Context: an optimization exercise on an open-source flow, tuned for small area. The choices shown serve that exercise and are no tape-out recipe.
Function was checked by simulation only, so behaviour that the tests miss may differ from the original.
Power is estimated from default activity; no workload was simulated.

### flow/standard.sh
#!/bin/bash
# synth_recipe.tcl (not shown) runs the flow's synth.tcl, then flattens the netlist and writes it again
# the make line also repeats each setting of config.mk as NAME=value (left out here)
make -C /OpenROAD-flow-scripts/flow DESIGN_CONFIG=/design/flow/config.mk WORK_HOME=/design/flow/orfs CLKGATE_MAP_FILE= SYNTH_SCRIPT=/design/flow/synth_recipe.tcl "${@:-finish}"
### flow/constraint.sdc
create_clock -name core_clock -period 8.0 [get_ports {clk}]
set_input_delay 1.6000 -clock core_clock [delete_from_list [all_inputs] [get_ports {clk}]]
set_output_delay 1.6000 -clock core_clock [all_outputs]
set_load 0.01 [all_outputs]
### flow/config.mk
export PLATFORM = sky130hd
export DESIGN_NAME = register_file_mp
export DESIGN_NICKNAME = register_file_mp
export VERILOG_FILES = /design/flow/design.v
export SDC_FILE = /design/flow/constraint.sdc
export NUM_CORES = 4
export LEC_CHECK = 0
export CAP_MARGIN = 20
export CORE_MARGIN = 2
export CORE_UTILIZATION = 45
export PLACE_DENSITY = 0.6
export SLEW_MARGIN = 20
export SYNTH_HIERARCHICAL = 1
export SYNTH_MINIMUM_KEEP_SIZE = 0
### flow/design.v
module rf_aoi222 (
  input  logic a0, b0, a1, b1, a2, b2,
  output logic y
);
  assign y = !((a0 && b0) || (a1 && b1) || (a2 && b2));
endmodule
module rf_nand4 (
  input  logic a, b, c, d,
  output logic y
);
  assign y = !(a && b && c && d);
endmodule
module rf_nand3 (
  input  logic a, b, c,
  output logic y
);
  assign y = !(a && b && c);
endmodule
module rf_or3 (
  input  logic a, b, c,
  output logic y
);
  assign y = a || b || c;
endmodule
module rf_xor2 (
  input  logic a, b,
  output logic y
);
  assign y = a ^ b;
endmodule
module register_file_mp #(
  parameter int unsigned DATA_W   = 32,
  parameter int unsigned ADDR_W   = 5,
  parameter int unsigned NUM_RD   = 2,
  parameter int unsigned ZERO_REG = 1,
  parameter int unsigned BYPASS   = 1
) (
  input  logic                       clk,
  input  logic                       rst_n,
  input  logic [NUM_RD*ADDR_W-1:0]   raddr,
  output logic [NUM_RD*DATA_W-1:0]   rdata,
  output logic [NUM_RD-1:0]          rbusy,
  input  logic                       wren0,
  input  logic [ADDR_W-1:0]          waddr0,
  input  logic [DATA_W-1:0]          wdata0,
  input  logic                       wren1,
  input  logic [ADDR_W-1:0]          waddr1,
  input  logic [DATA_W-1:0]          wdata1,
  input  logic                       claim_en,
  input  logic [ADDR_W-1:0]          claim_addr
);
  localparam int unsigned DEPTH = 1 << ADDR_W;
  localparam int unsigned FIRST = (ZERO_REG != 0) ? 1 : 0;
  localparam int unsigned NREG  = DEPTH - FIRST;
  localparam int unsigned NTERM = NREG + 2;
  localparam int unsigned NGRP  = (NTERM + 2) / 3;
  logic                          tog_q;
  logic [DEPTH-1:0][DATA_W-1:0]  mem_q;    
  logic [DEPTH-1:0]              vld_q;
  logic [DEPTH-1:0]              busy_q;
  logic [DEPTH-1:0]              sel1, sel0, hold;
  logic [DATA_W-1:0]             wx1, wx0;  
  logic [NGRP*3-1:0][DATA_W-1:0] tdat;      
  logic [NUM_RD-1:0][NGRP*3-1:0] tsel;      
  logic [NUM_RD*DATA_W*NGRP-1:0] tyn;       
  always_ff @(posedge clk or negedge rst_n) begin
    if (!rst_n) tog_q <= 1'b0;
    else        tog_q <= !tog_q;
  end
  assign wx1 = wdata1 ^ {DATA_W{tog_q}};
  assign wx0 = wdata0 ^ {DATA_W{tog_q}};
  always_comb begin
    tdat = '0;
    for (int k = 0; k < int'(NREG); k++) tdat[k] = mem_q[FIRST + k];
    tdat[NREG]     = wx1;
    tdat[NREG + 1] = wx0;
  end
  for (genvar gr = 0; gr < int'(DEPTH); gr++) begin : g_reg
    if (gr < int'(FIRST)) begin : g_zero
      assign mem_q[gr]  = '0;
      assign vld_q[gr]  = 1'b0;
      assign busy_q[gr] = 1'b0;
      assign sel1[gr]   = 1'b0;
      assign sel0[gr]   = 1'b0;
      assign hold[gr]   = 1'b1;
    end else begin : g_st
      logic              cl;
      logic [DATA_W-1:0] nx;
      assign sel1[gr] = wren1 && (waddr1 == ADDR_W'(gr));
      assign sel0[gr] = wren0 && (waddr0 == ADDR_W'(gr)) && !sel1[gr];
      assign hold[gr] = !(sel1[gr] || sel0[gr]);
      assign cl       = claim_en && (claim_addr == ADDR_W'(gr));
      for (genvar gb = 0; gb < int'(DATA_W); gb++) begin : g_bit
        rf_aoi222 u_nx (
          .a0(sel1[gr]), .b0(wx1[gb]),
          .a1(sel0[gr]), .b1(wx0[gb]),
          .a2(hold[gr]), .b2(mem_q[gr][gb]),
          .y (nx[gb])
        );
      end
      always_ff @(posedge clk) begin
        mem_q[gr] <= nx;
      end
      always_ff @(posedge clk or negedge rst_n) begin
        if (!rst_n) begin
          vld_q[gr]  <= 1'b0;
          busy_q[gr] <= 1'b0;
        end else begin
          vld_q[gr]  <= vld_q[gr] || !hold[gr];
          busy_q[gr] <= cl || (busy_q[gr] && !sel1[gr]);
        end
      end
    end
  end
  for (genvar gi = 0; gi < int'(NUM_RD); gi++) begin : g_rd
    logic [ADDR_W-1:0] ra;
    logic              nz, hit1, hit0, nbyp, tx, rb_c;
    assign ra   = raddr[gi*ADDR_W +: ADDR_W];
    assign nz   = (ZERO_REG == 0) || (ra != '0);
    assign hit1 = (BYPASS != 0) && rst_n && nz && wren1 && (waddr1 == ra);
    assign hit0 = (BYPASS != 0) && rst_n && nz && wren0 && (waddr0 == ra) && !hit1;
    assign nbyp = !(hit1 || hit0);
    always_comb begin
      tsel[gi] = '0;
      rb_c     = 1'b0;
      for (int k = 0; k < int'(NREG); k++) begin
        tsel[gi][k] = (ra == ADDR_W'(FIRST + k)) && vld_q[FIRST + k] && nbyp;
        rb_c        = rb_c || ((ra == ADDR_W'(FIRST + k)) && busy_q[FIRST + k]);
      end
      tsel[gi][NREG]     = hit1;
      tsel[gi][NREG + 1] = hit0;
    end
    assign tx        = (|tsel[gi]) && tog_q;
    assign rbusy[gi] = rb_c && !hit1;
    for (genvar gb = 0; gb < int'(DATA_W); gb++) begin : g_bit
      logic [NGRP-1:0] yb;
      logic [2:0]      zb;
      logic            ob;
      assign yb = tyn[(gi*DATA_W + gb)*NGRP +: NGRP];
      for (genvar gg = 0; gg < int'(NGRP); gg++) begin : g_grp
        rf_aoi222 u_t (
          .a0(tsel[gi][3*gg]),     .b0(tdat[3*gg][gb]),
          .a1(tsel[gi][3*gg + 1]), .b1(tdat[3*gg + 1][gb]),
          .a2(tsel[gi][3*gg + 2]), .b2(tdat[3*gg + 2][gb]),
          .y (tyn[(gi*DATA_W + gb)*NGRP + gg])
        );
      end
      rf_nand4 u_o0 (.a(yb[0]), .b(yb[1]), .c(yb[2]),  .d(yb[3]), .y(zb[0]));
      rf_nand4 u_o1 (.a(yb[4]), .b(yb[5]), .c(yb[6]),  .d(yb[7]), .y(zb[1]));
      rf_nand3 u_o2 (.a(yb[8]), .b(yb[9]), .c(yb[10]),            .y(zb[2]));
      rf_or3   u_o3 (.a(zb[0]), .b(zb[1]), .c(zb[2]), .y(ob));
      rf_xor2  u_o4 (.a(ob), .b(tx), .y(rdata[gi*DATA_W + gb]));
    end
  end
endmodule
### flow/flow/run.sh
#!/bin/bash
# Layout flow: the standard ORFS flow (standard.sh, unchanged synthesis)
# with two changes:
#  * port buffers use the smallest buffer cell (buf_1);
#  * clock tree synthesis inserts no dummy balancing loads and clusters up
#    to 14 flip-flops per clkbuf_8 leaf buffer.
# ORFS keeps each step's log under orfs/logs; make's output goes to
# standard.log.
set -e
export BUFFER_PORTS_ARGS="-buffer_cell sky130_fd_sc_hd__buf_1"
export CTS_ARGS="-sink_clustering_enable -repair_clock_nets -dont_use_dummy_load -buf_list sky130_fd_sc_hd__clkbuf_8 -sink_clustering_size 14 -sink_clustering_max_diameter 90"
bash standard.sh > standard.log 2>&1
==> results of run 1 <==
==> state kept, by name, summed over array words and instances (netlist names) <==
register,count
busy_q,31
vld_q,31
tog_q,1
mem_q,992
==> metrics by stage <==
step	hold WS (ns)	cells	setup slack (ns)	area, um^2
finish	0.488	5456	0.127	51100
global route	0.498	5454	0.333	51100
CTS	0.487	5446	0.679	51000
detailed placement	0.473	5361	0.677	49800
global placement	0.463	5353	0.743	49600
floorplan	0.456	3775	0.715	44900
==> cells in the final DEF (no fill, tap or decap), drive strengths merged, types with 17 or more instances in the layout <==
| cell | instances |
|---|---|
| nor2 | 106 |
| or3 | 95 |
| nand4 | 140 |
| and3 | 61 |
| a222oi | 1697 |
| o21ai | 43 |
| xor2 | 130 |
| mux2i | 17 |
| dfrtp | 63 |
| nand3 | 87 |
| buf | 366 |
| clkbuf | 85 |
| xnor2 | 18 |
| nand2 | 35 |
| nor3 | 40 |
| inv | 22 |
| nor2b | 22 |
| dfxtp | 992 |
==> worst max-delay path, cell delays in order <==
cell and delay, ns:
buf_1 0.10, buf_4 0.36, xnor2_1 0.11, nand4_1 0.13
nor4_4 0.04, buf_4 0.19, nor4b_1 1.05, and3_2 1.16
a222oi_1 0.23, nand4_1 0.42, or3_1 0.33, xor2_1 0.29
buf_1 0.21
==> Yosys stat by module (local to each module, per instance) <==
module            cell area [um^2]  flip-flops and latches  times used  cells
rf_nand4                      6.26                       0         128      1
rf_or3                        6.26                       0          64      1
rf_xor2                       8.76                       0          64      1
rf_nand3                      5.00                       0          64      1
register_file_mp             25900                    1055           1   1759
rf_aoi222                     10.0                       0        1696      1
==> cell families after synthesis <==
group                     after synthesis  share of synthesized area (%)
AOI/OAI and AO/OA                    1812                           39.5
DFF                                  1055                           47.7
and+or+nand+nor                       649                           8.35
xor gates and xnor gates              148                           2.89
buffers and inverters                  83                          0.830
muxes                                  28                          0.730
==> path summary, 6_finish.rpt <==
check / from / end / slack [ns] / depth (start not counted)
setup / recovery: raddr[6] / rdata[43] / 0.13 / 13
setup reg to reg: tog_q$_DFF_PN0_ / mem_q[978]$_DFF_P_ / 4.56 / 4
hold reg to reg: mem_q[640]$_DFF_P_ / mem_q[640]$_DFF_P_ / 0.49 / 1
min in group asynchronous: rst_n / vld_q[25]$_DFF_PN0_ / 0.95 / 2
hold / removal: mem_q[640]$_DFF_P_ / mem_q[640]$_DFF_P_ / 0.49 / 1
max in group asynchronous: rst_n / busy_q[15]$_DFF_PN0_ / 6.50 / 2
==> layout make-up <==
class / count / area, um^2
antenna: 4 / 10.0
multi-input combinational: 2637 / 24400
tap: 1287 / 1610
inverter: 22 / 82.6
clock buffer: 85 / 1170
timing repair buffer: 366 / 2400
fill: 9006 / 47600
sequential: 1055 / 21400
==> power breakdown <==
part	internal (mW)	switching, mW
Clock	0.950	1.82
Sequential	6.91	1.37
Combinational	1.45	1.71
Total	9.31	4.90
==> routing by layer <==
layer | vias to the layer above | GRT usage, % | wire (um)
met5 | - | 0.426 | 67
met4 | 4 | 31.6 | 21700
met3 | 1138 | 14.7 | 42100
met2 | 5628 | 63.9 | 98100
met1 | 25200 | 58.5 | 84100
li1 | 19700 | - | -
==> summary.txt, run 1 <==
* Post-route ant nets at 0
* Final core occ at 51.8%
* Layout cells sized above 1 at 13.0%
* PD cells at 278 mW/mm^2
* Vias in the first global route at 48000
* Worst Setup End Kind: primary output
* Hold buffer count at CTS at 0
* TritonCTS clock tree: yes
* Overflow after GRT at 0
* Req. time, crit path at 6.40 ns
* Peak supply drop at 0.000158 V
* Clock buffer depth at 3
* Synth Warn # at 7
* Post-synthesis sequential area ratio at 47.7%
* Setup bufs post-CTS at 0
* Maximum Capacitance Violations at 0
* Initial Util at 45.5%
* Num ports at 160
* Synth area leader: dfxtp_1
* Synth Register Bits at 1055
* Unrepaired setup endpoints after global routing: no
* Largest net degree at the start of global routing at 39
* Async SR Flop Fraction at 5.97%
* Post-Route WL at 246000 um
* Crit start category: input port
* Distinct cells, synth at 68
* Core footprint at 0.0987 mm^2
* Worst-path clk slew at 0.09 ns
* DPL Wire Length at 145000 um
* FP Rows at 115
* PortBufs at 159
* Syn Nets at 3869
* Via-to-Cell Ratio at 9.48
* Final Cycle Share at 98.4%
* Top-count cell post-synth: a222oi_1
* Clock latency (worst-skew pair) at 0.83 ns
* Mapped cell area at 0.0449 mm^2
* Outcome: complete, no violations
* Fmax achieved at 127 MHz
* Num CTS Buffers at 85
* DR vias at 51700
* First-pass GRT wire length at 347000 um
* P_leak at 17.3 nW
* Commonest cells in the netlist: a222oi_1 (1697), dfxtp_1 (992), nand4_1 (140)
* Worst hold path class: flip-flop to flip-flop
* Setup CP Type: input port to primary output
* Max FO, Critical Path at 32
* Synth top area cells: dfxtp_1 (44%), a222oi_1 (38%), dfrtp_1 (3.5%)
* Antenna violations before repair at 7
* DRT iter0 DRCs at 18600
* Post-layout min period at 7.87 ns
* Routability cong. at 1.07
* Synth top area share at 44.2%
* Layout area overhead at 13.8%
* Fin. max-slew vios at 0
* Avg WL per Cell at 45.1 um
* Total negative slack at 0 ns
* Nets at 4261
* Global Route Usage Sum at 45.4%
* Final setup viols at 0
* PostCTS Resize Cnt at 0
* Cells after Synth at 3775
* Clk root buf: clkbuf_8
* Clk_skew at 0.0977 ns
* Die H at 320 um
* Drt pass-1 iters at 22
* Max transition margin at 14.4%
* Post-synth top flop: dfxtp_1
* Chip Width at 320 um
* DRC Markers at 0
* Number of synthesized flops with an enable pin at 0
* Worst slew pin tran at 1.28 ns
* Die area at 0.102 mm^2
* Worst EP arrival at 6.27 ns
* Final hold violations at 0
* Average size of a mapped cell at 11.9 um^2
* Total power at 14.2 mW
* Clock H-tree levels at 3
* Clk sinks at 1055
==> run 2: changes to the inputs <==
==> flow/flow/run.sh (replaced) <==
#!/bin/bash
# Layout flow: the standard ORFS flow (standard.sh, unchanged synthesis)
# with three changes:
#  * port buffers use the smallest buffer cell (buf_1);
#  * clock tree synthesis inserts no dummy balancing loads and clusters up
#    to 14 flip-flops per clkbuf_8 leaf buffer;
#  * global routing offers less met1/met2 capacity (flow/fastroute.tcl), to
#    ease detailed routing of the dense AOI read multiplexers.
# ORFS keeps each step's log under orfs/logs; make's output goes to
# standard.log.
set -e
export BUFFER_PORTS_ARGS="-buffer_cell sky130_fd_sc_hd__buf_1"
export CTS_ARGS="-sink_clustering_enable -repair_clock_nets -dont_use_dummy_load -buf_list sky130_fd_sc_hd__clkbuf_8 -sink_clustering_size 14 -sink_clustering_max_diameter 90"
export FASTROUTE_TCL="$PWD/flow/fastroute.tcl"
bash standard.sh > standard.log 2>&1
==> flow/flow/fastroute.tcl (new file) <==
# Global routing layers: as the platform's fastroute.tcl, but with less of
# met1 and met2 offered to signal wiring, so that global routing moves
# long wires up to the lightly used met3/met4 and leaves met1 for pin access.
set_global_routing_layer_adjustment $::env(MIN_ROUTING_LAYER)-$::env(MAX_ROUTING_LAYER) 0.2
set_global_routing_layer_adjustment met1 0.5
set_global_routing_layer_adjustment met2 0.35

set_routing_layers -clock $::env(MIN_CLK_ROUTING_LAYER)-$::env(MAX_ROUTING_LAYER)
set_routing_layers -signal $::env(MIN_ROUTING_LAYER)-$::env(MAX_ROUTING_LAYER)
==> run 2 against run 1 <==
Effect of this change:
- routed wire length rose by 1.2%
- cell area rose by 0.24%
- die area did not move
- register-to-register slack barely moved
- combinational power barely moved
- final cell count rose by 0.13%
- sequential power barely moved
- clock power barely moved
- sequential share of layout area fell by 0.10 points
- total power rose by 0.48%
- first-iteration DRC count fell by 32%
- largest power group unchanged
==> summary.txt, run 2 <==
* Slowest cell on crit path: and3_2 (unchanged)
* Routability cong. at 1.10 (was 1.07)
* Worst Setup End Kind: primary output (unchanged)
* Pre-CTS setup slack at 0.493 ns (was 0.677 ns)
* Final hold slack at 0.487 ns (was 0.488 ns)
* Top-count cell post-synth: a222oi_1 (unchanged)
* Worst EP arrival at 6.33 ns (was 6.27 ns)
* CP top delay family: simple AND/OR/NAND/NOR gates (unchanged)
* PD cells at 279 mW/mm^2 (was 278 mW/mm^2)
* Synth Area in XOR/XNOR at 2.89% (unchanged)
* Register area at 0.0214 mm^2 (unchanged)
* Chip Width at 320 um (unchanged)
* Cells after Synth at 3775 (unchanged)
* Die area at 0.102 mm^2 (unchanged)
* Layout area overhead at 14.1% (was 13.8%)
* Max incr delay on CP at 0.88 ns (was 1.16 ns)
* Largest regs: mem_q x992, busy_q x31, vld_q x31 (unchanged)
* Avg WL per Cell at 45.6 um (was 45.1 um)
* Clock buffer depth at 3 (unchanged)
* Final setup viols at 0 (unchanged)
* Post-synthesis sequential area ratio at 47.7% (unchanged)
* Commonest non-fill, non-tap cells in the layout: a222oi_1 (1697), dfxtp_1 (992), buf_4 (190) (was a222oi_1 (1697), dfxtp_1 (992), buf_4 (191))
* PostCTS Resize Cnt at 0 (unchanged)
* DR vias at 51400 (was 51700)
* Synth top area share at 44.2% (unchanged)
* P_leak at 17.4 nW (was 17.3 nW)
* Total power at 14.3 mW (was 14.2 mW)
* DRC Markers at 0 (unchanged)
* PortBufs at 159 (unchanged)
* Post-layout min period at 7.93 ns (was 7.87 ns)
* Placed insts at 5360 (was 5361)
* Hold buffer count at CTS at 0 (unchanged)
* Peak supply drop at 0.000176 V (was 0.000158 V)
* Core footprint at 0.0987 mm^2 (unchanged)
* Post-synth top flop: dfxtp_1 (unchanged)
* Sw frac at 34.7% (was 34.5%)
* Final Cycle Share at 99.2% (was 98.4%)
* Final-layout fill cell count at 8934 (was 9006)
* Most common cell after layout, fill and taps aside: a222oi_1 (unchanged)
* Worst-path clk slew at 0.09 ns (about the same)
* Setup bufs post-CTS at 0 (unchanged)
* Multi-input gate area at 0.0245 mm^2 (was 0.0244 mm^2)
* Crit start category: input port (unchanged)
* Psw at 4.96 mW (was 4.90 mW)
* Commonest cells in the netlist: a222oi_1 (1697), dfxtp_1 (992), nand4_1 (140) (unchanged)
* Async SR Flop Fraction at 5.97% (unchanged)
* Req. time, crit path at 6.40 ns (about the same)
* Global Route Usage Sum at 57.1% (was 45.4%)
* Largest family of logic cells by synthesized area: compound AO/OA/AOI/OAI gates (unchanged)
* FP Rows at 115 (unchanged)
* Synth Register Bits at 1055 (unchanged)
* Post-Route WL at 249000 um (was 246000 um)
* CP Cell Sequence: buf_1 > nor2_1 > and3_2 > nor4_4 > buf_4 > nor4b_1 > and3_2 > buf_4 > a222oi_1 > nand4_1 > or3_1 > xor2_2 > buf_1 (was buf_1 > buf_4 > xnor2_1 > nand4_1 > nor4_4 > buf_4 > nor4b_1 > and3_2 > a222oi_1 > nand4_1 > or3_1 > xor2_1 > buf_1)
* Flip-flop count of the largest register after layout at 992 (unchanged)
* Drt pass-1 iters at 19 (was 22)
* Die H at 320 um (unchanged)
* Final hold violations at 0 (unchanged)
* Synth Warn # at 7 (unchanged)
* Layout cells sized above 1 at 13.2% (was 13.0%)
* Clk root buf: clkbuf_8 (unchanged)
* Clock latency (worst-skew pair) at 0.83 ns (about the same)
* First-pass GRT wire length at 356000 um (was 347000 um)
* Comb power frac at 22.3% (was 22.2%)
* Setup CP Type: input port to primary output (unchanged)
* DPL Wire Length at 146000 um (was 145000 um)
* Clock power frac at 19.6% (was 19.5%)
* Most flop-heavy register: mem_q (unchanged)
* Largest net degree at the start of global routing at 37 (was 39)
* Num CTS Buffers at 86 (was 85)
* Maximum Capacitance Violations at 0 (unchanged)
* Max transition margin at 15.9% (was 14.4%)
* Fin. max-slew vios at 0 (unchanged)
* Synth Area in Compound Gates at 39.5% (unchanged)
* Flop pwr share at 58.1% (was 58.3%)
* Clk_skew at 0.0656 ns (was 0.0977 ns)
* Total negative slack at 0 ns (unchanged)
* Simple-gate share of the synthesized area at 8.35% (unchanged)
* Overflow after GRT at 0 (unchanged)
* Fmax achieved at 126 MHz (was 127 MHz)
* TritonCTS clock tree: yes (unchanged)
* Vias in the first global route at 52200 (was 48000)
* Num ports at 160 (unchanged)
* Clock H-tree levels at 3 (unchanged)
* DRT iter0 DRCs at 12600 (was 18600)
* Mapped cell area at 0.0449 mm^2 (unchanged)
* Number of synthesized flops with an enable pin at 0 (unchanged)
* Synth top area cells: dfxtp_1 (44%), a222oi_1 (38%), dfrtp_1 (3.5%) (unchanged)
* Nets at 4265 (was 4261)
* Synth area leader: dfxtp_1 (unchanged)
* Min setup slack post-route at 0.0671 ns (was 0.127 ns)
* Clk sinks at 1055 (unchanged)
* Outcome: complete, no violations (unchanged)
* Average size of a mapped cell at 11.9 um^2 (unchanged)
* Post-route ant nets at 0 (unchanged)
* Worst slew pin tran at 1.26 ns (was 1.28 ns)
* Via-to-Cell Ratio at 9.41 (was 9.48)
* Initial Util at 45.5% (unchanged)
* Worst hold path class: flip-flop to flip-flop (unchanged)
* Unrepaired setup endpoints after global routing: no (unchanged)
* Internal power at 9.33 mW (was 9.31 mW)
* Post-Synth Adder-Cell Area at 0% (unchanged)
* Mux share of post-synthesis cell area at 0.730% (unchanged)
* Distinct cells, synth at 68 (unchanged)
* Finished Layout Cells at 5463 (was 5456)
* Antenna violations before repair at 10 (was 7)
* WP buf/inv at 4 (unchanged)
* Syn Nets at 3869 (unchanged)
* Max FO, Critical Path at 21 (was 32)
[run 2: power groups by stage]
| stage | registers [mW] | logic [mW] | clock network, mW |
|---|---|---|---|
| 5_1_grt | 8.46 | 3.36 | 2.98 |
| 3_5_place_dp | 8.31 | 3.02 | 0 |
| 6_report | 8.30 | 3.19 | 2.80 |
| 4_1_cts | 8.20 | 3.02 | 2.78 |
| 2_1_floorplan | 7.89 | 2.03 | 0 |
| 3_3_place_gp | 8.29 | 2.95 | 0 |
[run 2: through the flow]
step / instance area, um^2 / utilization, %
finish: 51300 / 51.9
global route: 51300 / 51.9
CTS: 50900 / 51.6
detailed placement: 49700 / 50.4
global placement: 49600 / 50.2
floorplan: 44900 / -
[run 2: per-module statistics from Yosys (local to each module, per instance)]
module	area, um^2	times used
register_file_mp	25900	1
rf_aoi222	10.0	1696
rf_nand3	5.00	64
rf_nand4	6.26	128
rf_or3	6.26	64
rf_xor2	8.76	64
[run 2: layer usage]
layer  global-route usage (%)  vias up  wire length (um)
met5                     3.74        -               272
met4                     45.8       14             26000
met3                     39.3     1458             48500
met2                     73.2     5442             94600
li1                         -    19700                 -
met1                     72.2    24800             79600
[run 2: cells by family (layout without fill, tap and decap cells)]
logic type                after synthesis  in the layout
buffers and inverters                  83            477
muxes                                  28             28
other                                   0              7
and+or+nand+nor                       649            649
AOI/OAI and AO/OA                    1812           1812
DFF                                  1055           1055
xor gates and xnor gates              148            148
[run 2: final timing paths]
kind / from / depth (start not counted) / endpoint / slack [ns]
worst max-delay path: raddr[0] / 13 / rdata[21] / 0.07
max in group asynchronous: rst_n / 2 / tog_q$_DFF_PN0_ / 6.45
worst min register to register: mem_q[262]$_DFF_P_ / 1 / mem_q[262]$_DFF_P_ / 0.49
worst min-delay path: mem_q[262]$_DFF_P_ / 1 / mem_q[262]$_DFF_P_ / 0.49
worst max register to register: tog_q$_DFF_PN0_ / 4 / mem_q[975]$_DFF_P_ / 4.55
min in group asynchronous: rst_n / 1 / vld_q[28]$_DFF_PN0_ / 0.70
[run 2: final cells by class]
| cell class | instances | area share [%] |
|---|---|---|
| tap | 1287 | 3.14 |
| multi-input combinational | 2637 | 47.7 |
| inverter | 22 | 0.161 |
| clock buffer | 86 | 2.31 |
| sequential | 1055 | 41.8 |
| antenna | 7 | 0.0342 |
| timing repair buffer | 369 | 4.81 |
==> run 3: changes to the inputs <==
--- a/flow/design.v
+++ b/flow/design.v
@@ -67,6 +67,17 @@
     if (!rst_n) tog_q <= 1'b0;
     else        tog_q <= !tog_q;
   end
+  function automatic logic [DEPTH-1:0] dec_addr(input logic en, input logic [ADDR_W-1:0] a);
+    logic [3:0] lo;
+    logic [(DEPTH/4)-1:0] hi;
+    for (int j = 0; j < 4; j++) lo[j] = en && (a[1:0] == 2'(j));
+    for (int j = 0; j < int'(DEPTH/4); j++) hi[j] = (a[ADDR_W-1:2] == (ADDR_W-2)'(j));
+    for (int r = 0; r < int'(DEPTH); r++) dec_addr[r] = lo[r % 4] && hi[r / 4];
+  endfunction
+  logic [DEPTH-1:0] wd1, wd0, cd;
+  assign wd1 = dec_addr(wren1, waddr1);
+  assign wd0 = dec_addr(wren0, waddr0);
+  assign cd  = dec_addr(claim_en, claim_addr);
   assign wx1 = wdata1 ^ {DATA_W{tog_q}};
   assign wx0 = wdata0 ^ {DATA_W{tog_q}};
   always_comb begin
@@ -86,10 +97,10 @@
     end else begin : g_st
       logic              cl;
       logic [DATA_W-1:0] nx;
-      assign sel1[gr] = wren1 && (waddr1 == ADDR_W'(gr));
-      assign sel0[gr] = wren0 && (waddr0 == ADDR_W'(gr)) && !sel1[gr];
-      assign hold[gr] = !(sel1[gr] || sel0[gr]);
-      assign cl       = claim_en && (claim_addr == ADDR_W'(gr));
+      assign sel1[gr] = wd1[gr];
+      assign sel0[gr] = wd0[gr] && !wd1[gr];
+      assign hold[gr] = !(wd1[gr] || wd0[gr]);
+      assign cl       = cd[gr];
       for (genvar gb = 0; gb < int'(DATA_W); gb++) begin : g_bit
         rf_aoi222 u_nx (
           .a0(sel1[gr]), .b0(wx1[gb]),
@@ -115,17 +126,20 @@
   for (genvar gi = 0; gi < int'(NUM_RD); gi++) begin : g_rd
     logic [ADDR_W-1:0] ra;
     logic              nz, hit1, hit0, nbyp, tx, rb_c;
+    logic [DEPTH-1:0]  eq, eqb;
     assign ra   = raddr[gi*ADDR_W +: ADDR_W];
     assign nz   = (ZERO_REG == 0) || (ra != '0);
     assign hit1 = (BYPASS != 0) && rst_n && nz && wren1 && (waddr1 == ra);
     assign hit0 = (BYPASS != 0) && rst_n && nz && wren0 && (waddr0 == ra) && !hit1;
     assign nbyp = !(hit1 || hit0);
+    assign eq  = dec_addr(1'b1, ra);
+    assign eqb = dec_addr(nbyp, ra);
     always_comb begin
       tsel[gi] = '0;
       rb_c     = 1'b0;
       for (int k = 0; k < int'(NREG); k++) begin
-        tsel[gi][k] = (ra == ADDR_W'(FIRST + k)) && vld_q[FIRST + k] && nbyp;
-        rb_c        = rb_c || ((ra == ADDR_W'(FIRST + k)) && busy_q[FIRST + k]);
+        tsel[gi][k] = eqb[FIRST + k] && vld_q[FIRST + k];
+        rb_c        = rb_c || (eq[FIRST + k] && busy_q[FIRST + k]);
       end
       tsel[gi][NREG]     = hit1;
       tsel[gi][NREG + 1] = hit0;
--- a/flow/config.mk
+++ b/flow/config.mk
@@ -6,6 +6,8 @@
 export NUM_CORES = 4
 export LEC_CHECK = 0
 export CAP_MARGIN = 20
+export CELL_PAD_IN_SITES_DETAIL_PLACEMENT = 1
+export CELL_PAD_IN_SITES_GLOBAL_PLACEMENT = 1
 export CORE_MARGIN = 2
 export CORE_UTILIZATION = 45
 export PLACE_DENSITY = 0.6
==> run 3 against run 2 <==
Effect of this change:
- now fails the layout checks on setup timing
- clock skew grew 0.018 ns
- sequential cell count unchanged
- sequential power barely moved
- sequential share of layout area is 0.27 points lower
- synthesized cell count shrank 1.2%
- utilization increased by 0.49 points
- worst hold slack about the same
- die area decreased by 0.49%
==> summary.txt, run 3 <==
* Clk root buf: clkbuf_8 (unchanged)
* Via-to-Cell Ratio at 9.70 (was 9.41)
* Register area at 0.0214 mm^2 (unchanged)
* Worst slew pin tran at 1.28 ns (was 1.26 ns)
* Setup CP Type: input port to primary output (unchanged)
* Max FO, Critical Path at 18 (was 21)
* Antenna violations before repair at 28 (was 10)
* Final Cycle Share at 101% (was 99.2%)
* Layout cells sized above 1 at 13.8% (was 13.2%)
* Clock buffer depth at 3 (unchanged)
* Most common cell after layout, fill and taps aside: a222oi_1 (unchanged)
* Synth top area share at 44.4% (was 44.2%)
* Post-route ant nets at 0 (unchanged)
* Synth Register Bits at 1055 (unchanged)
* Core footprint at 0.0984 mm^2 (was 0.0987 mm^2)
* Avg WL per Cell at 50.5 um (was 45.6 um)
* Nets at 4250 (was 4265)
* Peak supply drop at 0.000177 V (was 0.000176 V)
* Top-count cell post-synth: a222oi_1 (unchanged)
* Post-Route WL at 275000 um (was 249000 um)
* Layout area overhead at 15.4% (was 14.1%)
* Num CTS Buffers at 86 (unchanged)
* Min setup slack post-route at -0.0721 ns (was 0.0671 ns)
* Placed insts at 5340 (was 5360)
* First-pass GRT wire length at 391000 um (was 356000 um)
* Final setup viols at 1 (was 0)
* Die area at 0.102 mm^2 (about the same)
* Worst hold path class: flip-flop to flip-flop (unchanged)
* Syn Nets at 3824 (was 3869)
* Flip-flop count of the largest register after layout at 992 (unchanged)
* Req. time, crit path at 6.40 ns (about the same)
* Max transition margin at 15.0% (was 15.9%)
* Largest regs: mem_q x992, busy_q x31, vld_q x31 (unchanged)
* Most flop-heavy register: mem_q (unchanged)
* Async SR Flop Fraction at 5.97% (unchanged)
* Final core occ at 52.4% (was 51.9%)
* P_leak at 17.5 nW (was 17.4 nW)
* PD cells at 279 mW/mm^2 (about the same)
* Clock H-tree levels at 3 (unchanged)
* Unrepaired setup endpoints after global routing: no (unchanged)
* Fin. max-slew vios at 0 (unchanged)
* Mapped cell area at 0.0447 mm^2 (was 0.0449 mm^2)
* CP Cell Sequence: buf_1 > xnor2_1 > nand4_1 > nor4b_4 > nand2b_2 > nor3b_2 > and3_2 > buf_4 > a222oi_1 > nand4_1 > or3_1 > xor2_1 > buf_1 (was buf_1 > nor2_1 > and3_2 > nor4_4 > buf_4 > nor4b_1 > and3_2 > buf_4 > a222oi_1 > nand4_1 > or3_1 > xor2_2 > buf_1)
* Final hold violations at 0 (unchanged)
* Fmax achieved at 124 MHz (was 126 MHz)
* Slowest cell on crit path: nand4_1 (was and3_2)
* Outcome: complete, but fails checks (was complete, no violations)
* Clk sinks at 1055 (unchanged)
* Max incr delay on CP at 0.77 ns (was 0.88 ns)
* TritonCTS clock tree: yes (unchanged)
* DRT iter0 DRCs at 12600 (about the same)
* Initial Util at 45.4% (was 45.5%)
* Commonest cells in the netlist: a222oi_1 (1696), dfxtp_1 (992), xor2_1 (133) (was a222oi_1 (1697), dfxtp_1 (992), nand4_1 (140))
* Post-synthesis sequential area ratio at 48.0% (was 47.7%)
* Chip Width at 319 um (was 320 um)
* Largest net degree at the start of global routing at 51 (was 37)
* Average size of a mapped cell at 12.0 um^2 (was 11.9 um^2)
* Total power at 14.4 mW (was 14.3 mW)
* DR vias at 52900 (was 51400)
* Die H at 319 um (was 320 um)
* Worst EP arrival at 6.47 ns (was 6.33 ns)
* Cells after Synth at 3730 (was 3775)
* Post-layout min period at 8.07 ns (was 7.93 ns)
* FP Rows at 115 (unchanged)
* Routability cong. at 1.05 (was 1.10)
* Global Route Usage Sum at 63.6% (was 57.1%)
* Overflow after GRT at 0 (unchanged)
* Synth Warn # at 7 (unchanged)
* Commonest non-fill, non-tap cells in the layout: a222oi_1 (1696), dfxtp_1 (992), buf_4 (198) (was a222oi_1 (1697), dfxtp_1 (992), buf_4 (190))
* Finished Layout Cells at 5457 (was 5463)
* Maximum Capacitance Violations at 0 (unchanged)
* Pre-CTS setup slack at 0.417 ns (was 0.493 ns)
* Final hold slack at 0.487 ns (about the same)
* Clk_skew at 0.0833 ns (was 0.0656 ns)
* Clock latency (worst-skew pair) at 0.85 ns (was 0.83 ns)
* Setup bufs post-CTS at 0 (unchanged)
* Synth area leader: dfxtp_1 (unchanged)
* Multi-input gate area at 0.0244 mm^2 (was 0.0245 mm^2)
* Worst-path clk slew at 0.04 ns (was 0.09 ns)
* Vias in the first global route at 57600 (was 52200)
* Number of synthesized flops with an enable pin at 0 (unchanged)
* DRC Markers at 0 (unchanged)
* Final-layout fill cell count at 10200 (was 8934)
* DPL Wire Length at 161000 um (was 146000 um)
* Worst Setup End Kind: primary output (unchanged)
* Synth top area cells: dfxtp_1 (44%), a222oi_1 (38%), dfrtp_1 (3.5%) (unchanged)
* Drt pass-1 iters at 17 (was 19)
* Post-synth top flop: dfxtp_1 (unchanged)
* Layout Check Fails: setup timing
* PortBufs at 159 (unchanged)
* Distinct cells, synth at 63 (was 68)
* Crit start category: input port (unchanged)
* Num ports at 160 (unchanged)
[run 3: path summary, 6_finish.rpt]
check                                   start                   end  cells past startpoint  slack [ns]
min reg2reg                mem_q[669]$_DFF_P_    mem_q[669]$_DFF_P_                      1        0.49
min                        mem_q[669]$_DFF_P_    mem_q[669]$_DFF_P_                      1        0.49
max                                 waddr1[4]             rdata[43]                     13       -0.07
max reg2reg                   tog_q$_DFF_PN0_    mem_q[788]$_DFF_P_                      4        4.64
max in group asynchronous               rst_n       tog_q$_DFF_PN0_                      2        6.29
min in group asynchronous               rst_n  busy_q[20]$_DFF_PN0_                      1        0.66
[run 3: kinds of logic after synthesis]
logic type | after synthesis | share of synthesized area (%)
XOR/XNOR | 148 | 2.90
flip-flops | 1055 | 48.0
AO/OA/AOI/OAI | 1802 | 39.4
buffers and inverters | 62 | 0.669
AND/OR/NAND/NOR | 632 | 8.02
multiplexers | 31 | 1.04
[run 3: through the flow]
step                      area, um^2  TNS, ns
after global routing           51600        0
after global placement         49400        0
after CTS                      51000        0
final                          51600  -0.0721
after detailed placement       49900        0
after floorplan                44700        0
[run 3: power breakdown]
part / internal [mW] / switching [mW] / leakage [nW]
clock network: 0.960 / 1.84 / 0.618
registers: 6.91 / 1.42 / 9.11
logic: 1.45 / 1.80 / 7.74
total: 9.32 / 5.06 / 17.5
[run 3: area by class of cell]
type | count | area share [%]
clock buffer | 86 | 2.29
inverter | 6 | 0.0436
timing repair buffer | 394 | 5.71
antenna | 16 | 0.0776
multi-input combinational | 2613 | 47.2
sequential | 1055 | 41.6
tap | 1287 | 3.12
[run 3: per-layer routing]
layer	up-vias	GRT usage (%)	wire length, um
met4	40	55.6	30400
met3	1790	48.6	55300
met2	5919	80.6	105000
met1	25500	73.1	83700
met5	-	9.46	800
li1	19700	-	-
[run 3: worst max-delay path, delay by kind of cell]
| family | cells | cell delay (ns) |
|---|---|---|
| simple gates | 7 | 2.96 |
| buf+inv | 3 | 1.04 |
| compound gates | 1 | 0.48 |
| xor+xnor | 2 | 0.35 |
[run 3: per-module statistics from Yosys (local to each module, per instance)]
module,times used,cells inside,area (um^2)
register_file_mp,1,1714,25600
rf_aoi222,1696,1,10.0
rf_nand3,64,1,5.00
rf_nand4,128,1,6.26
rf_or3,64,1,6.26
rf_xor2,64,1,8.76
[run 3: timing repair]
action | 4_1_cts | 5_1_grt
gates resized for setup | 0 | 1
hold buffers | 0 | 0
setup endpoints to repair | 0 | 1
==> run 4: changes to the inputs <==
--- a/flow/design.v
+++ b/flow/design.v
@@ -123,22 +123,22 @@
       end
     end
   end
+  logic [DEPTH-1:0] rdok;
+  assign rdok = vld_q & hold;
   for (genvar gi = 0; gi < int'(NUM_RD); gi++) begin : g_rd
     logic [ADDR_W-1:0] ra;
-    logic              nz, hit1, hit0, nbyp, tx, rb_c;
-    logic [DEPTH-1:0]  eq, eqb;
+    logic              nz, hit1, hit0, tx, rb_c;
+    logic [DEPTH-1:0]  eq;
     assign ra   = raddr[gi*ADDR_W +: ADDR_W];
     assign nz   = (ZERO_REG == 0) || (ra != '0);
     assign hit1 = (BYPASS != 0) && rst_n && nz && wren1 && (waddr1 == ra);
     assign hit0 = (BYPASS != 0) && rst_n && nz && wren0 && (waddr0 == ra) && !hit1;
-    assign nbyp = !(hit1 || hit0);
-    assign eq  = dec_addr(1'b1, ra);
-    assign eqb = dec_addr(nbyp, ra);
+    assign eq = dec_addr(1'b1, ra);
     always_comb begin
       tsel[gi] = '0;
       rb_c     = 1'b0;
       for (int k = 0; k < int'(NREG); k++) begin
-        tsel[gi][k] = eqb[FIRST + k] && vld_q[FIRST + k];
+        tsel[gi][k] = eq[FIRST + k] && rdok[FIRST + k];
         rb_c        = rb_c || (eq[FIRST + k] && busy_q[FIRST + k]);
       end
       tsel[gi][NREG]     = hit1;
--- a/flow/config.mk
+++ b/flow/config.mk
@@ -6,8 +6,6 @@
 export NUM_CORES = 4
 export LEC_CHECK = 0
 export CAP_MARGIN = 20
-export CELL_PAD_IN_SITES_DETAIL_PLACEMENT = 1
-export CELL_PAD_IN_SITES_GLOBAL_PLACEMENT = 1
 export CORE_MARGIN = 2
 export CORE_UTILIZATION = 45
 export PLACE_DENSITY = 0.6
==> run 4 against run 3 <==
Effect of this change:
- now clean on timing, DRC and antenna
- worst setup slack better by 0.26 ns
- critical path depth is 3 lower
- clock power about the same
- sequential share of layout area up 0.48 points
- synthesized cell count fell by 1.1%
- via count is 4.7% lower
- critical endpoint is now rdata[62]
==> summary.txt, run 4 <==
* Outcome: complete, no violations (was complete, but fails checks)
* Commonest cells in the netlist: a222oi_1 (1696), dfxtp_1 (992), xor2_1 (136) (was a222oi_1 (1696), dfxtp_1 (992), xor2_1 (133))
* Flop pwr share at 57.9% (about the same)
* Chip Width at 319 um (about the same)
* Drt pass-1 iters at 20 (was 17)
* TritonCTS clock tree: yes (unchanged)
* Post-Route WL at 246000 um (was 275000 um)
* Total power at 14.1 mW (was 14.4 mW)
* R2R Setup Slk at 4.76 ns (was 4.64 ns)
* Placed insts at 5292 (was 5340)
* Largest regs: mem_q x992, busy_q x31, vld_q x31 (unchanged)
* Via-to-Cell Ratio at 9.33 (was 9.70)
* Worst-path clk slew at 0.07 ns (was 0.04 ns)
* Final setup viols at 0 (was 1)
* DPL Wire Length at 143000 um (was 161000 um)
* Total negative slack at 0 ns (was -0.0721 ns)
* Pre-CTS setup slack at 0.595 ns (was 0.417 ns)
* Psw at 4.82 mW (was 5.06 mW)
* Worst Setup End Kind: primary output (unchanged)
* Largest net degree at the start of global routing at 65 (was 51)
* P_leak at 17.2 nW (was 17.5 nW)
* Final-layout fill cell count at 8910 (was 10200)
* Post-synth top flop: dfxtp_1 (unchanged)
* Hold buffer count at CTS at 0 (unchanged)
* DRC Markers at 0 (unchanged)
* Clock latency (worst-skew pair) at 0.85 ns (about the same)
* Req. time, crit path at 6.40 ns (about the same)
* Clock buffer depth at 3 (unchanged)
* Synth area leader: dfxtp_1 (unchanged)
* Avg WL per Cell at 45.6 um (was 50.5 um)
* Sw frac at 34.1% (was 35.2%)
* Routability cong. at 1.07 (was 1.05)
* Core footprint at 0.0984 mm^2 (unchanged)
* Final hold violations at 0 (unchanged)
* Fmax achieved at 128 MHz (was 124 MHz)
* PortBufs at 159 (unchanged)
* Synth Warn # at 7 (unchanged)
* Syn Nets at 3782 (was 3824)
* Most flop-heavy register: mem_q (unchanged)
* Initial Util at 45.4% (about the same)
* DRT iter0 DRCs at 12400 (was 12600)
* Setup bufs post-CTS at 0 (unchanged)
* Finished layout cell area at 0.0510 mm^2 (was 0.0516 mm^2)
* Fin. max-slew vios at 0 (unchanged)
* Nets at 4202 (was 4250)
* Distinct cells, synth at 63 (unchanged)
* Clock H-tree levels at 3 (unchanged)
* Average size of a mapped cell at 12.1 um^2 (was 12.0 um^2)
* Synth top area cells: dfxtp_1 (44%), a222oi_1 (38%), dfrtp_1 (3.5%) (unchanged)
* PD cells at 277 mW/mm^2 (was 279 mW/mm^2)
* Commonest non-fill, non-tap cells in the layout: a222oi_1 (1696), dfxtp_1 (992), buf_4 (200) (was a222oi_1 (1696), dfxtp_1 (992), buf_4 (198))
* Crit start category: input port (unchanged)
* Die area at 0.102 mm^2 (about the same)
* Post-synthesis sequential area ratio at 48.0% (about the same)
* Comb power frac at 22.4% (was 22.6%)
* Num ports at 160 (unchanged)
* Worst slew pin tran at 1.23 ns (was 1.28 ns)
* Antenna violations before repair at 22 (was 28)
* Overflow after GRT at 0 (unchanged)
* Unrepaired setup endpoints after global routing: no (unchanged)
* Worst EP arrival at 6.22 ns (was 6.47 ns)
* Layout area overhead at 14.1% (was 15.4%)
* Mapped cell area at 0.0447 mm^2 (about the same)
* Layout cells sized above 1 at 13.3% (was 13.8%)
* Num CTS Buffers at 86 (unchanged)
* Min setup slack post-route at 0.185 ns (was -0.0721 ns)
* Top-count cell post-synth: a222oi_1 (unchanged)
* Vias in the first global route at 51600 (was 57600)
* Final Cycle Share at 97.7% (was 101%)
* Number of synthesized flops with an enable pin at 0 (unchanged)
* DR vias at 50500 (was 52900)
* Flip-flop count of the largest register after layout at 992 (unchanged)
* Max transition margin at 18.2% (was 15.0%)
* PostCTS Resize Cnt at 0 (unchanged)
* Worst hold path class: flip-flop to flip-flop (unchanged)
* First-pass GRT wire length at 350000 um (was 391000 um)
* Clk sinks at 1055 (unchanged)
* Async SR Flop Fraction at 5.97% (unchanged)
* Die H at 319 um (about the same)
* Max FO, Critical Path at 33 (was 18)
* Clk root buf: clkbuf_8 (unchanged)
* Finished Layout Cells at 5407 (was 5457)
* Most common cell after layout, fill and taps aside: a222oi_1 (unchanged)
* Synth Register Bits at 1055 (unchanged)
* Setup CP Type: input port to primary output (unchanged)
* Post-route ant nets at 0 (unchanged)
* Clk_skew at 0.0739 ns (was 0.0833 ns)
* Global Route Usage Sum at 56.7% (was 63.6%)
* Internal power at 9.32 mW (about the same)
* Maximum Capacitance Violations at 0 (unchanged)
* Clock power frac at 19.7% (was 19.5%)
* FP Rows at 115 (unchanged)
* Cells after Synth at 3688 (was 3730)
* Placed cell areas at 0.0494 mm^2 (was 0.0499 mm^2)
* Peak supply drop at 0.000134 V (was 0.000177 V)
* Post-layout min period at 7.82 ns (was 8.07 ns)
* Synth top area share at 44.4% (about the same)
==> run 4: power groups by stage <==
stage          registers [mW]  logic, mW  clock network (mW)
4_1_cts                  8.10       3.01                2.77
3_3_place_gp             8.17       2.93                   0
6_report                 8.19       3.17                2.78
3_5_place_dp             8.21       3.01                   0
2_1_floorplan            7.88       2.03                   0
5_1_grt                  8.35       3.35                2.96
==> run 4: stage by stage <==
step	hold slack (ns)	util (%)
after detailed placement	0.437	50.2
after global placement	0.425	50.0
final	0.452	51.8
after floorplan	0.414	-
after global routing	0.471	51.8
after CTS	0.455	51.4
==> run 4: final timing paths <==
check                                          from             endpoint  cells past startpoint
max in group asynchronous                     rst_n      tog_q$_DFF_PN0_                      2
worst min register to register  vld_q[14]$_DFF_PN0_  vld_q[14]$_DFF_PN0_                      2
worst max register to register      tog_q$_DFF_PN0_   mem_q[827]$_DFF_P_                      4
worst max-delay path                          wren1            rdata[62]                     10
min in group asynchronous                     rst_n  vld_q[15]$_DFF_PN0_                      2
worst min-delay path            vld_q[14]$_DFF_PN0_  vld_q[14]$_DFF_PN0_                      2
==> run 4: metal layers <==
layer  GRT usage [%]  share of wire, %  up-vias
met5            5.44              0.12        -
met3            41.6                20     1329
li1                -                 -    19500
met2            71.5                38     5330
met1            70.6                32    24300
met4            44.9                10       26
==> run 4: critical path: stages <==
cell	delay (ns)
buf_1	0.34
buf_4	0.25
nor4b_2	0.51
a22oi_2	0.34
and4_2	0.72
nor4_2	0.77
nand4_1	0.16
o31a_2	0.53
xor2_1	0.77
buf_1	0.22
==> run 4: logic make-up after synthesis <==
group | synth area share [%]
flops | 48.0
simple gates | 8.10
compound gates | 40.0
buf+inv | 0.753
xor+xnor | 2.86
mux | 0.367
==> run 4: final cells by class <==
type / instances / area, um^2 / share of cell area, %
clock buffer: 86 / 1180 / 2.32
antenna: 14 / 35.0 / 0.0687
multi-input combinational: 2573 / 24100 / 47.2
sequential: 1055 / 21400 / 42.0
timing repair buffer: 382 / 2610 / 5.12
tap: 1287 / 1610 / 3.16
inverter: 10 / 37.5 / 0.0736
==> run 4: modules after synthesis (local to each module, per instance) <==
| module | flip-flops and latches | cells | cell area (um^2) | times used |
|---|---|---|---|---|
| rf_aoi222 | 0 | 1 | 10.0 | 1696 |
| rf_xor2 | 0 | 1 | 8.76 | 64 |
| rf_or3 | 0 | 1 | 6.26 | 64 |
| rf_nand4 | 0 | 1 | 6.26 | 128 |
| rf_nand3 | 0 | 1 | 5.00 | 64 |
| register_file_mp | 1055 | 1672 | 25600 | 1 |
==> run 5: changes to the inputs <==
==> flow/flow/run.sh (replaced) <==
#!/bin/bash
# Layout flow: the standard ORFS flow (standard.sh, unchanged synthesis)
# with three changes:
#  * port buffers use the smallest buffer cell (buf_1);
#  * clock tree synthesis inserts no dummy balancing loads and clusters up
#    to 16 flip-flops per clkbuf_8 leaf buffer;
#  * global routing offers less met1/met2 capacity (flow/fastroute.tcl), to
#    ease detailed routing of the dense AOI read multiplexers.
# ORFS keeps each step's log under orfs/logs; make's output goes to
# standard.log.
set -e
export BUFFER_PORTS_ARGS="-buffer_cell sky130_fd_sc_hd__buf_1"
export CTS_ARGS="-sink_clustering_enable -repair_clock_nets -dont_use_dummy_load -buf_list sky130_fd_sc_hd__clkbuf_8 -sink_clustering_size 16 -sink_clustering_max_diameter 100"
export FASTROUTE_TCL="$PWD/flow/fastroute.tcl"
bash standard.sh > standard.log 2>&1
==> run 5 against run 4 <==
Effect of this change:
- sequential share of layout area is 0.11 points higher
- register-to-register slack worse by 0.14 ns
- final cell count is 0.30% lower
- critical path depth stayed put
- combinational power hardly changed
- count of clock-buffer cells in the layout is 10 lower
- clock skew is 0.018 ns lower
- cell area is 0.27% lower
- non-clock buffer count stayed put
- critical path type unchanged
- largest cell class unchanged
==> summary.txt, run 5 <==
* Final hold violations at 0 (unchanged)
* Overflow after GRT at 0 (unchanged)
* Mapped cell area at 0.0447 mm^2 (unchanged)
* Fin. max-slew vios at 0 (unchanged)
* Commonest non-fill, non-tap cells in the layout: a222oi_1 (1696), dfxtp_1 (992), buf_4 (200) (unchanged)
* P_leak at 17.1 nW (was 17.2 nW)
* Largest regs: mem_q x992, busy_q x31, vld_q x31 (unchanged)
* DPL Wire Length at 143000 um (unchanged)
* Slowest cell on crit path: nor4_1 (was nor4_2)
* PortBufs at 159 (unchanged)
* Worst slew pin tran at 1.26 ns (was 1.23 ns)
* Crit start category: input port (unchanged)
* Largest net degree at the start of global routing at 65 (unchanged)
* Req. time, crit path at 6.40 ns (about the same)
* Max FO, Critical Path at 34 (was 33)
* Clk root buf: clkbuf_8 (unchanged)
* Antenna violations before repair at 24 (was 22)
* Synth Register Bits at 1055 (unchanged)
* Psw at 4.79 mW (was 4.82 mW)
* Clock buffer depth at 3 (unchanged)
* Flip-flop count of the largest register after layout at 992 (unchanged)
* First-pass GRT wire length at 349000 um (was 350000 um)
* Crit-path most repeated cell: buf_1 (unchanged)
* Synth area leader: dfxtp_1 (unchanged)
* Clock H-tree levels at 3 (unchanged)
* Post-route ant nets at 0 (unchanged)
* Post-layout min period at 7.79 ns (was 7.82 ns)
* Flop pwr share at 58.4% (was 57.9%)
* Total negative slack at 0 ns (unchanged)
* Setup bufs post-CTS at 0 (unchanged)
* Fmax achieved at 128 MHz (about the same)
* Syn Nets at 3782 (unchanged)
* Max transition margin at 15.7% (was 18.2%)
* Setup CP Type: input port to primary output (unchanged)
* Post-Route WL at 246000 um (about the same)
* Post-synth top flop: dfxtp_1 (unchanged)
* Internal power at 9.22 mW (was 9.32 mW)
* Final core occ at 51.7% (was 51.8%)
* Num ports at 160 (unchanged)
* Worst EP arrival at 6.19 ns (was 6.22 ns)
* Outcome: complete, no violations (unchanged)
* DRT iter0 DRCs at 13000 (was 12400)
* Layout area overhead at 13.8% (was 14.1%)
* Top-count cell post-synth: a222oi_1 (unchanged)
* Async SR Flop Fraction at 5.97% (unchanged)
* Routability cong. at 1.07 (unchanged)
* Global Route Usage Sum at 56.7% (about the same)
* Post-synthesis sequential area ratio at 48.0% (unchanged)
* PD cells at 275 mW/mm^2 (was 277 mW/mm^2)
* Avg WL per Cell at 45.7 um (was 45.6 um)
* Hold buffer count at CTS at 0 (unchanged)
* Core footprint at 0.0984 mm^2 (unchanged)
* Clk sinks at 1055 (unchanged)
* Drt pass-1 iters at 20 (unchanged)
* Cells after Synth at 3688 (unchanged)
* Max incr delay on CP at 0.75 ns (was 0.77 ns)
* FP Rows at 115 (unchanged)
* Comb power frac at 22.7% (was 22.4%)
* Final Cycle Share at 97.3% (was 97.7%)
* Via-to-Cell Ratio at 9.35 (was 9.33)
* Unrepaired setup endpoints after global routing: no (unchanged)
* Commonest cells in the netlist: a222oi_1 (1696), dfxtp_1 (992), xor2_1 (136) (unchanged)
* Most flop-heavy register: mem_q (unchanged)
* DRC Markers at 0 (unchanged)
* Sw frac at 34.2% (was 34.1%)
* Peak supply drop at 0.000128 V (was 0.000134 V)
* Num CTS Buffers at 76 (was 86)
* Clock latency (worst-skew pair) at 0.81 ns (was 0.85 ns)
* Synth top area share at 44.4% (unchanged)
* Synth top area cells: dfxtp_1 (44%), a222oi_1 (38%), dfrtp_1 (3.5%) (unchanged)
* Layout cells sized above 1 at 13.2% (was 13.3%)
* Clock power frac at 18.8% (was 19.7%)
* Synth Warn # at 7 (unchanged)
* PostCTS Resize Cnt at 0 (unchanged)
* Final hold slack at 0.461 ns (was 0.452 ns)
* Clk_skew at 0.0562 ns (was 0.0739 ns)
* Distinct cells, synth at 63 (unchanged)
* Die area at 0.102 mm^2 (unchanged)
* Chip Width at 319 um (unchanged)
* Worst Setup End Kind: primary output (unchanged)
* Most common cell after layout, fill and taps aside: a222oi_1 (unchanged)
* Worst-path clk slew at 0.11 ns (was 0.07 ns)
* Worst hold path class: flip-flop to flip-flop (unchanged)
* Average size of a mapped cell at 12.1 um^2 (unchanged)
* Nets at 4192 (was 4202)
* Initial Util at 45.4% (unchanged)
* DR vias at 50400 (was 50500)
* Number of synthesized flops with an enable pin at 0 (unchanged)
* Final setup viols at 0 (unchanged)
* Maximum Capacitance Violations at 0 (unchanged)
* Die H at 319 um (unchanged)
* CP Cell Sequence: buf_1 > nor3b_4 > a22oi_2 > buf_4 > and4_4 > nor4_1 > nand4_1 > o31a_2 > xor2_1 > buf_1 (was buf_1 > buf_4 > nor4b_2 > a22oi_2 > and4_2 > nor4_2 > nand4_1 > o31a_2 > xor2_1 > buf_1)
* Vias in the first global route at 51600 (about the same)
* TritonCTS clock tree: yes (unchanged)
==> run 5: cell counts after synthesis <==
Identical to the previous run, type by type.
==> run 5: layout make-up <==
type                    count  area (um^2)
fillers                  8937        47500
well taps                1287         1610
multi-input cells        2573        24100
flip-flops and latches   1055        21400
clock buffers              76         1050
inverters                  10         37.5
diodes                      8         20.0
repair buffers            382         2610
==> run 5: path summary, 6_finish.rpt <==
check                      slack [ns]             endpoint           startpoint  cells after the start
setup / recovery                 0.21            rdata[28]            waddr0[2]                     10
hold / removal                   0.46  vld_q[14]$_DFF_PN0_  vld_q[14]$_DFF_PN0_                      2
setup reg to reg                 4.62   mem_q[473]$_DFF_P_      tog_q$_DFF_PN0_                      4
hold reg to reg                  0.46  vld_q[14]$_DFF_PN0_  vld_q[14]$_DFF_PN0_                      2
max in group asynchronous        6.29      tog_q$_DFF_PN0_                rst_n                      2
min in group asynchronous        1.05  vld_q[15]$_DFF_PN0_                rst_n                      2
==> run 5: cells by family after synthesis <==
family | synth area share, %
simple gates | 8.10
buf+inv | 0.753
flops | 48.0
mux | 0.367
compound gates | 40.0
xor+xnor | 2.86
==> run 5: per-stage QoR <==
step	area (um^2)	setup WS, ns	power [mW]	std cells
after detailed placement	49400	0.595	11.2	5292
after global placement	49200	0.713	11.1	5285
after floorplan	44700	0.429	9.91	3688
after CTS	50400	0.598	13.7	5368
final	50900	0.215	14.0	5391
after global routing	50900	0.123	14.5	5388
==> run 5: per-module statistics from Yosys, one instance, submodules excluded <==
| module | cells inside | flops+latches | copies in the design | area [um^2] |
|---|---|---|---|---|
| rf_or3 | 1 | 0 | 64 | 6.26 |
| rf_aoi222 | 1 | 0 | 1696 | 10.0 |
| register_file_mp | 1672 | 1055 | 1 | 25600 |
| rf_nand4 | 1 | 0 | 128 | 6.26 |
| rf_nand3 | 1 | 0 | 64 | 5.00 |
| rf_xor2 | 1 | 0 | 64 | 8.76 |
==> run 5: critical path, delay by kind of cell <==
family / cells / cell delay (ns)
compound gates: 2 / 0.76
simple gates: 4 / 1.94
xor+xnor: 1 / 0.70
buf+inv: 3 / 1.16
==> run 5: power by group through the flow <==
stage / Combinational (mW) / Clock [mW] / Sequential [mW]
floorplan: 2.03 / 0 / 7.88
global placement: 2.93 / 0 / 8.17
detailed placement: 3.01 / 0 / 8.21
CTS: 3.01 / 2.63 / 8.09
global route: 3.36 / 2.82 / 8.34
finish: 3.19 / 2.64 / 8.18
==> run 5: routing by layer <==
layer  GRT usage (%)  up-vias  part of all wire, %
met1            70.1    24200                   32
met3            41.6     1334                   20
met2            71.8     5374                   38
met4            44.8       30                   10
li1                -    19500                    -
met5            6.38        -                 0.20

-- re-timing with driven ports --
The results above use ideal ports. As a check the final layouts listed here were re-extracted and re-timed, cells and wires unchanged. Step 1, drivers: a clkbuf_16 drives clk and a buf_2 each remaining input, both assumed. Step 2, shift: input delay + t, output delay - t, t = (earliest + latest rising clock arrival at the registers) / 2. This alone moves slack from input paths to output paths. Slacks: ideal ports / drivers / drivers and shift; pairs: ideal ports / drivers.
run	t, ns	slack for setup (ns)	worst register clock-pin slew, ns
run 1	0.833	0.127 / 0.093 / 0.093	0.11 / 0.11
run 2	0.852	0.067 / 0.038 / 0.038	0.10 / 0.10
run 3	0.876	-0.072 / -0.097 / -0.097	0.11 / 0.11
run 4	0.870	0.185 / 0.162 / 0.162	0.11 / 0.11
run 5	0.857	0.215 / 0.190 / 0.190	0.11 / 0.11
For run 1, which loses most, drivers alone change the setup slack by -0.034 ns; drivers and shift together by -0.034 ns.
